From an optimization exercise on the open Yosys and OpenROAD flow, aimed at small area; shortcuts taken in it are not production practice. The RTL was checked by simulation tests, not by an equivalence proof against the original design.

## velocity_step_boost_compensator_unit
module velocity_step_boost_compensator_unit #(
  parameter int FRAC_BITS = 12
) (
  input  logic               clk_i,
  input  logic               rst_ni,
  input  logic               psel,
  input  logic               penable,
  input  logic               pwrite,
  input  logic [3:0]         paddr,
  input  logic [31:0]        pwdata,
  output logic [31:0]        prdata,
  output logic               pready,
  input  logic               in_valid_i,
  output logic               in_stall_o,
  input  logic signed [15:0] vel_x_i,
  input  logic signed [15:0] vel_y_i,
  output logic               out_valid_o,
  input  logic               out_stall_i,
  output logic signed [15:0] shaped_x_o,
  output logic signed [15:0] shaped_y_o,
  output logic               boosting_x_o,
  output logic               boosting_y_o
);
Settings: LEC_CHECK=0, ABC_AREA=1, CAP_MARGIN=20, CORE_MARGIN=2, CORE_UTILIZATION=40, SLEW_MARGIN=20; clock period 14.0 ns.
standard.sh (not shown) runs the stock make flow with config.mk's settings and CLKGATE_MAP_FILE= SYNTH_SCRIPT=/design/flow/synth_recipe.tcl, a recipe that flattens the netlist after the stock synthesis.
==> flow/flow/run.sh <==
#!/bin/bash
# The standard layout (standard.sh), with these changes:
#  - synthesis runs yosys synth with -noabc (no early abc -fast pass, so the
#    adder extraction sees the adders as written) and uses an area-oriented
#    abc script (flow/abc_area.script) in place of ORFS's abc_area.script;
#    everything else in synthesis is ORFS's own scripts, copied unchanged;
#  - the port buffers are the smallest buffer cell;
#  - clock tree synthesis uses smaller clock buffers and leaves out dummy loads.
set -o pipefail
here=$(pwd)
mkdir -p "$here/scripts"
cp -r "$FLOW_HOME/scripts/." "$here/scripts/"
cp "$here/flow/abc_area.script" "$here/scripts/abc_area.script"

SYNTH_ARGS="-noabc" SCRIPTS_DIR="$here/scripts" bash standard.sh synth 2>&1 | tee synth.log || exit 1

export BUFFER_PORTS_ARGS="-buffer_cell sky130_fd_sc_hd__buf_1"
export CTS_ARGS="-sink_clustering_enable -repair_clock_nets -dont_use_dummy_load -buf_list {sky130_fd_sc_hd__clkbuf_2 sky130_fd_sc_hd__clkbuf_4 sky130_fd_sc_hd__clkbuf_8}"
bash standard.sh 2>&1 | tee standard.log
==> flow/flow/abc_area.script <==
strash
dc2
dch -f
amap
strash
dc2
dch -f
amap
strash
dc2
dch -f
amap
topo
The first run passed the timing, DRC and antenna checks.
Next try:
--- a/flow/flow/run.sh
+++ b/flow/flow/run.sh
@@ -8 +8,2 @@
-#  - clock tree synthesis uses smaller clock buffers and leaves out dummy loads.
+#  - clock tree synthesis uses larger sink clusters, smaller clock buffers and
+#    leaves out dummy loads.
@@ -18 +19 @@
-export CTS_ARGS="-sink_clustering_enable -repair_clock_nets -dont_use_dummy_load -buf_list {sky130_fd_sc_hd__clkbuf_2 sky130_fd_sc_hd__clkbuf_4 sky130_fd_sc_hd__clkbuf_8}"
+export CTS_ARGS="-sink_clustering_enable -repair_clock_nets -dont_use_dummy_load -sink_clustering_size 30 -sink_clustering_max_diameter 80 -buf_list {sky130_fd_sc_hd__clkbuf_4 sky130_fd_sc_hd__clkbuf_8 sky130_fd_sc_hd__clkbuf_16}"
==> flow/flow/abc_area.script (replaced) <==
strash
&get -n
&deepsyn -T 150
&put
dch -f
amap
strash
dc2
dch -f
amap
strash
dc2
dch -f
amap
topo
Wire length grows by 3.4%. Flip-flop and latch count does not change. Cell area went down by 1.2%. Non-clock buffer count shrinks by 5. Synthesized area came out lower by 0.60%. Count of clock-buffer cells in the layout goes down by 23. Setup slack degrades by 0.49 ns. Via count fell by 0.52%.
Next try:
==> flow/flow/run.sh (replaced) <==
#!/bin/bash
# The standard layout (standard.sh), with three changes:
#  - synthesis uses an area-oriented abc script (flow/abc_area.script) in place
#    of ORFS's abc_area.script; everything else in synthesis is ORFS's own
#    scripts, copied unchanged;
#  - the port buffers are the smallest buffer cell;
#  - clock tree synthesis leaves out dummy loads.
set -o pipefail
here=$(pwd)
mkdir -p "$here/scripts"
cp -r "$FLOW_HOME/scripts/." "$here/scripts/"
cp "$here/flow/abc_area.script" "$here/scripts/abc_area.script"

SCRIPTS_DIR="$here/scripts" bash standard.sh synth 2>&1 | tee synth.log || exit 1

export BUFFER_PORTS_ARGS="-buffer_cell sky130_fd_sc_hd__buf_1"
export CTS_ARGS="-sink_clustering_enable -repair_clock_nets -dont_use_dummy_load"
bash standard.sh 2>&1 | tee standard.log
==> flow/flow/abc_area.script (replaced) <==
strash
dc2
dch -f
amap
strash
dc2
dch -f
amap
topo
=> The changed run completed with no timing, DRC or antenna violations. Final area came out higher by a few percent. Via count rises slightly. Register-to-register slack is better by 0.92 ns. Die area went up by a few percent. Synthesized cell count goes up by a few percent.
Next try:
==> flow/flow/run.sh (replaced) <==
#!/bin/bash
# Standard layout, except: the port buffers are the smallest buffer cell, and
# the clock tree uses smaller clock buffers and no dummy loads.
set -o pipefail
export BUFFER_PORTS_ARGS="-buffer_cell sky130_fd_sc_hd__buf_1"
export CTS_ARGS="-sink_clustering_enable -repair_clock_nets -dont_use_dummy_load -buf_list {sky130_fd_sc_hd__clkbuf_4 sky130_fd_sc_hd__clkbuf_8}"
bash standard.sh 2>&1 | tee standard.log
removed: flow/flow/abc_area.script
What happened:
- worst hold slack got worse by 0.035 ns
- core utilization decreases by 1.4 points
- fmax is about the same
- synthesized area went up by 10%
- design area increases by 6.4%
- die area rises by 9.8%
- synthesized cell count rises by 28%
- first-iteration DRC count climbs by 5.5%
- non-clock buffer count goes down by 9

Another version of the RTL of velocity_step_boost_compensator_unit (not shown whole).
Size in the first run: roughly 140 I/O pins.
==> flow/config.mk <==
export PLATFORM = sky130hd
export DESIGN_NAME = velocity_step_boost_compensator_unit
export DESIGN_NICKNAME = velocity_step_boost_compensator_unit
export VERILOG_FILES = /design/flow/design.v
export SDC_FILE = /design/flow/constraint.sdc
export NUM_CORES = 4
export LEC_CHECK = 0
export ABC_AREA = 1
export CAP_MARGIN = 20
export CORE_MARGIN = 2
export CORE_UTILIZATION = 40
export SLEW_MARGIN = 20
==> flow/constraint.sdc <==
create_clock -name core_clock -period 14.0 [get_ports {clk_i}]
set_input_delay 2.8000 -clock core_clock [delete_from_list [all_inputs] [get_ports {clk_i}]]
set_output_delay 2.8000 -clock core_clock [all_outputs]
set_load 0.01 [all_outputs]
==> flow/flow/run.sh <==
#!/bin/bash
# Standard layout, with the port buffers made from the smallest buffer cell.
set -o pipefail
export BUFFER_PORTS_ARGS="-buffer_cell sky130_fd_sc_hd__buf_1"
bash standard.sh 2>&1 | tee standard.log
The baseline completed with no timing, DRC or antenna violations.
==> next run, changes <==
==> flow/run.sh (new file) <==
#!/bin/bash
# synth_recipe.tcl (not shown) runs the flow's synth.tcl, then flattens the netlist and writes it again
# the make line also repeats each setting of config.mk as NAME=value (left out here)
make -C /OpenROAD-flow-scripts/flow DESIGN_CONFIG=/design/flow/config.mk WORK_HOME=/design/flow/orfs CLKGATE_MAP_FILE= SYNTH_SCRIPT=/design/flow/synth_recipe.tcl finish
removed: flow/flow/run.sh
removed: flow/standard.sh
=>
- The changed run ran to the end with no violations
- cell area grows by a few percent
- via count is about the same
- global-route usage stays flat
- synthesized area is unchanged

## v23
Another version of the RTL of velocity_step_boost_compensator_unit (not shown whole).
Size: about 2,600 cells after synthesis, ~220 flip-flops, ~140 I/O pins, about 19,000 um^2 of cells after synthesis.
==> flow/design.v (excerpt) <==
module velocity_step_boost_compensator_unit #(
  parameter int FRAC_BITS = 12
) (
  input  logic               clk_i,
  input  logic               rst_ni,
  input  logic               psel,
  input  logic               penable,
  input  logic               pwrite,
  input  logic [3:0]         paddr,
  input  logic [31:0]        pwdata,
  output logic [31:0]        prdata,
  output logic               pready,
  input  logic               in_valid_i,
  output logic               in_stall_o,
  input  logic signed [15:0] vel_x_i,
  input  logic signed [15:0] vel_y_i,
  output logic               out_valid_o,
  input  logic               out_stall_i,
  output logic signed [15:0] shaped_x_o,
  output logic signed [15:0] shaped_y_o,
  output logic               boosting_x_o,
  output logic               boosting_y_o
);
  logic        [12:0] limit;
  logic signed [15:0] off_x, off_y;
  logic        [14:0] mag27;
  logic        [14:0] lvl_x, lvl_y;
  logic        [15:0] nlim2;
  logic        [19:0] lim6m;
  logic               in_vld_q, out_vld_q;
  logic signed [15:0] vel_x_q, vel_y_q;
  logic        [2:0]  phase_q;
  logic               adv, take_in, comp;
  vsbc_cfg u_cfg (
    .clk_i   (clk_i),
    .rst_ni  (rst_ni),
    .psel    (psel),
    .penable (penable),
    .pwrite  (pwrite),
    .paddr   (paddr),
    .pwdata  (pwdata),
    .prdata  (prdata),
    .pready  (pready),
    .limit_o (limit),
    .off_x_o (off_x),
    .off_y_o (off_y),
    .mag27_o (mag27),
    .lvl_x_o (lvl_x),
    .lvl_y_o (lvl_y)
  );
  assign nlim2  = vsbc_pkg::add20(~{6'd0, limit, 1'b0}, 20'd0, 1'b1);
  assign lim6m  = vsbc_pkg::add20({4'd0, limit, 3'b0}, ~{6'd0, limit, 1'b0}, 1'b0);
  assign adv        = in_vld_q && (!out_vld_q || !out_stall_i);
  assign in_stall_o = in_vld_q && !adv;
  assign take_in    = in_valid_i && !in_stall_o;
  assign comp = phase_q[2] && (phase_q[1] || phase_q[0]);
  always_ff @(posedge clk_i or negedge rst_ni) begin
    if (!rst_ni) begin
  ...
Settings: LEC_CHECK=0, ABC_AREA=1, CAP_MARGIN=20, CORE_MARGIN=2, CORE_UTILIZATION=80, PLACE_DENSITY=0.88, SLEW_MARGIN=20; clock period 14.0 ns.
==> flow/flow/run.sh <==
#!/bin/bash
# The standard layout (standard.sh), with these changes:
#  - synthesis runs yosys synth with -noabc (no early abc -fast pass) and uses
#    an area-oriented abc script (flow/abc_area.script) in place of ORFS's
#    abc_area.script;
#  - full-adder cells are extracted only in the multiplier module vsbc_mul,
#    which is kept as its own module until the final flatten
#    (SYNTH_KEEP_MODULES); elsewhere abc maps the adders with the other logic.
#    For this, ORFS's synth.tcl is copied with its extract_fa call given a
#    selection; the rest of synthesis is ORFS's own scripts, copied unchanged;
#  - the port buffers are the smallest buffer cell;
#  - clock tree synthesis uses larger sink clusters, only clkbuf_8 clock buffers,
#    and leaves out dummy loads.
set -o pipefail
here=$(pwd)
mkdir -p "$here/scripts"
cp -r "$FLOW_HOME/scripts/." "$here/scripts/"
cp "$here/flow/abc_area.script" "$here/scripts/abc_area.script"
sed -i 's/^  extract_fa {\*}\[dont_use_extract_fa_args\]$/  extract_fa {*}[dont_use_extract_fa_args] -fa vsbc_mul/' "$here/scripts/synth.tcl"
grep -q 'extract_fa {\*}\[dont_use_extract_fa_args\] -fa vsbc_mul' "$here/scripts/synth.tcl" || { echo "synth.tcl patch failed"; exit 1; }

SYNTH_KEEP_MODULES=vsbc_mul SYNTH_ARGS="-noabc" SCRIPTS_DIR="$here/scripts" bash standard.sh synth 2>&1 | tee synth.log || exit 1

export BUFFER_PORTS_ARGS="-buffer_cell sky130_fd_sc_hd__buf_1"
export CTS_ARGS="-sink_clustering_enable -repair_clock_nets -dont_use_dummy_load -sink_clustering_size 14 -sink_clustering_max_diameter 50 -buf_list {sky130_fd_sc_hd__clkbuf_8}"
bash standard.sh 2>&1 | tee standard.log
==> flow/flow/abc_area.script <==
strash
&get -n
&deepsyn -T 150
&put
dch -f
amap
strash
dc2
dch -f
amap
strash
dc2
dch -f
amap
topo
Input changes introduced in v20 (baseline for comparison: v23):
Settings: clearing PLACE_DENSITY, which used to be 0.88; swapping 80 for 40 in CORE_UTILIZATION.
diff --git a/flow/flow/run.sh b/flow/flow/run.sh
--- a/flow/flow/run.sh
+++ b/flow/flow/run.sh
@@ -12 +12 @@
-#  - clock tree synthesis uses larger sink clusters, only clkbuf_8 clock buffers,
+#  - clock tree synthesis uses larger sink clusters, clkbuf_8 and clkbuf_16 clock buffers,
@@ -25 +25 @@
-export CTS_ARGS="-sink_clustering_enable -repair_clock_nets -dont_use_dummy_load -sink_clustering_size 14 -sink_clustering_max_diameter 50 -buf_list {sky130_fd_sc_hd__clkbuf_8}"
+export CTS_ARGS="-sink_clustering_enable -repair_clock_nets -dont_use_dummy_load -sink_clustering_size 20 -sink_clustering_max_diameter 60 -buf_list {sky130_fd_sc_hd__clkbuf_8 sky130_fd_sc_hd__clkbuf_16}"
--- outcome ---
- Die area was lower in v23 than in v20.
- Detailed-route via count ends up lower on v20.
- Number of logic stages on the critical path including buffering: v20 and v23 compared, lower one is v20
- v20 against v23: detailed-route wire length picked up an extra 3200 um; overall global routing resource usage decreased 25 points.
--- input diff v20..v52 ---
Settings: swapping 40 for 70 in CORE_UTILIZATION; putting PLACE_DENSITY at 0.8 where nothing was set.
diff --git a/flow/flow/run.sh b/flow/flow/run.sh
--- a/flow/flow/run.sh
+++ b/flow/flow/run.sh
@@ -12 +12 @@
-#  - clock tree synthesis uses larger sink clusters, clkbuf_8 and clkbuf_16 clock buffers,
+#  - clock tree synthesis uses larger sink clusters, only clkbuf_8 clock buffers,
@@ -25 +25 @@
-export CTS_ARGS="-sink_clustering_enable -repair_clock_nets -dont_use_dummy_load -sink_clustering_size 20 -sink_clustering_max_diameter 60 -buf_list {sky130_fd_sc_hd__clkbuf_8 sky130_fd_sc_hd__clkbuf_16}"
+export CTS_ARGS="-sink_clustering_enable -repair_clock_nets -dont_use_dummy_load -sink_clustering_size 14 -sink_clustering_max_diameter 50 -buf_list {sky130_fd_sc_hd__clkbuf_8}"
[summary]
Relative to v20, routing usage on met2 has increased by 26 points in v52. The register-to-register slack of v52 was inferior to that of v20. The routed via count in v52 sits 4.3% above the value recorded for v20. Non-clock buffer count (v52 / v20): 0.915.
Modified inputs, v7 compared to v52
Settings: changing CORE_UTILIZATION from 70 to 40; removing PLACE_DENSITY (formerly 0.8).
Results
- When the final numbers for v7 and v52 were put side by side, the slew at the pin with the worst max-slew slack turned out to be greater in v7.
- Between v52 and v7, cell count increased.
- Number of buffers created by CTS is lower on v52
- Of v7 and v52, the run reporting the lower worst endpoint data arrival time was v7.

## afterwards: timing with drivers on the ports
How much do the figures lean on ideal ports? The routed layouts below were timed once more, with nothing changed but the port constraints. Step 1 sets driving cells, clkbuf_16 on the clock port and buf_2 on the other inputs (assumed; they add their load-dependent delay and slew). Step 2 times the ports against the registers' clock, not the clock port: input delays grow and output delays shrink by t, the midpoint of the rising clock arrivals with the driver on. a / b / c = ideal / step 1 / step 2; a / b = the first two.
run | shift t [ns] | setup slack, ns | hold WS [ns] | worst setup path after step 2 | worst register clock-pin slew, ns
the first run of note 1 | 0.628 | 1.088 / 1.088 / 1.088 | 0.355 / 0.355 / 0.355 | register to register | 0.06 / 0.06
the second run of note 1 | 0.565 | 0.597 / 0.597 / 0.597 | 0.394 / 0.394 / 0.394 | register to register | 0.11 / 0.11
the third run of note 1 | 0.607 | 1.519 / 1.519 / 1.519 | 0.422 / 0.422 / 0.422 | register to register | 0.06 / 0.06
the fourth run of note 1 | 0.648 | 1.503 / 1.503 / 1.503 | 0.387 / 0.387 / 0.387 | register to register | 0.06 / 0.06
the first run of note 2 | 0.593 | 2.181 / 2.181 / 2.181 | 0.497 / 0.497 / 0.497 | register to register | 0.06 / 0.06
the second run of note 2 | 0.609 | 2.035 / 2.035 / 2.035 | 0.488 / 0.488 / 0.488 | register to register | 0.07 / 0.07
v23 | 0.639 | 0.560 / 0.560 / 0.560 | 0.442 / 0.442 / 0.442 | register to register | 0.09 / 0.09
v20 | 0.590 | 0.838 / 0.838 / 0.838 | 0.444 / 0.444 / 0.444 | register to register | 0.08 / 0.08
v52 | 0.617 | 0.558 / 0.558 / 0.558 | 0.456 / 0.456 / 0.456 | register to register | 0.09 / 0.09
v7 | 0.669 | 0.776 / 0.776 / 0.776 | 0.440 / 0.440 / 0.440 | register to register | 0.10 / 0.10
After both steps every run listed still meets setup and hold.
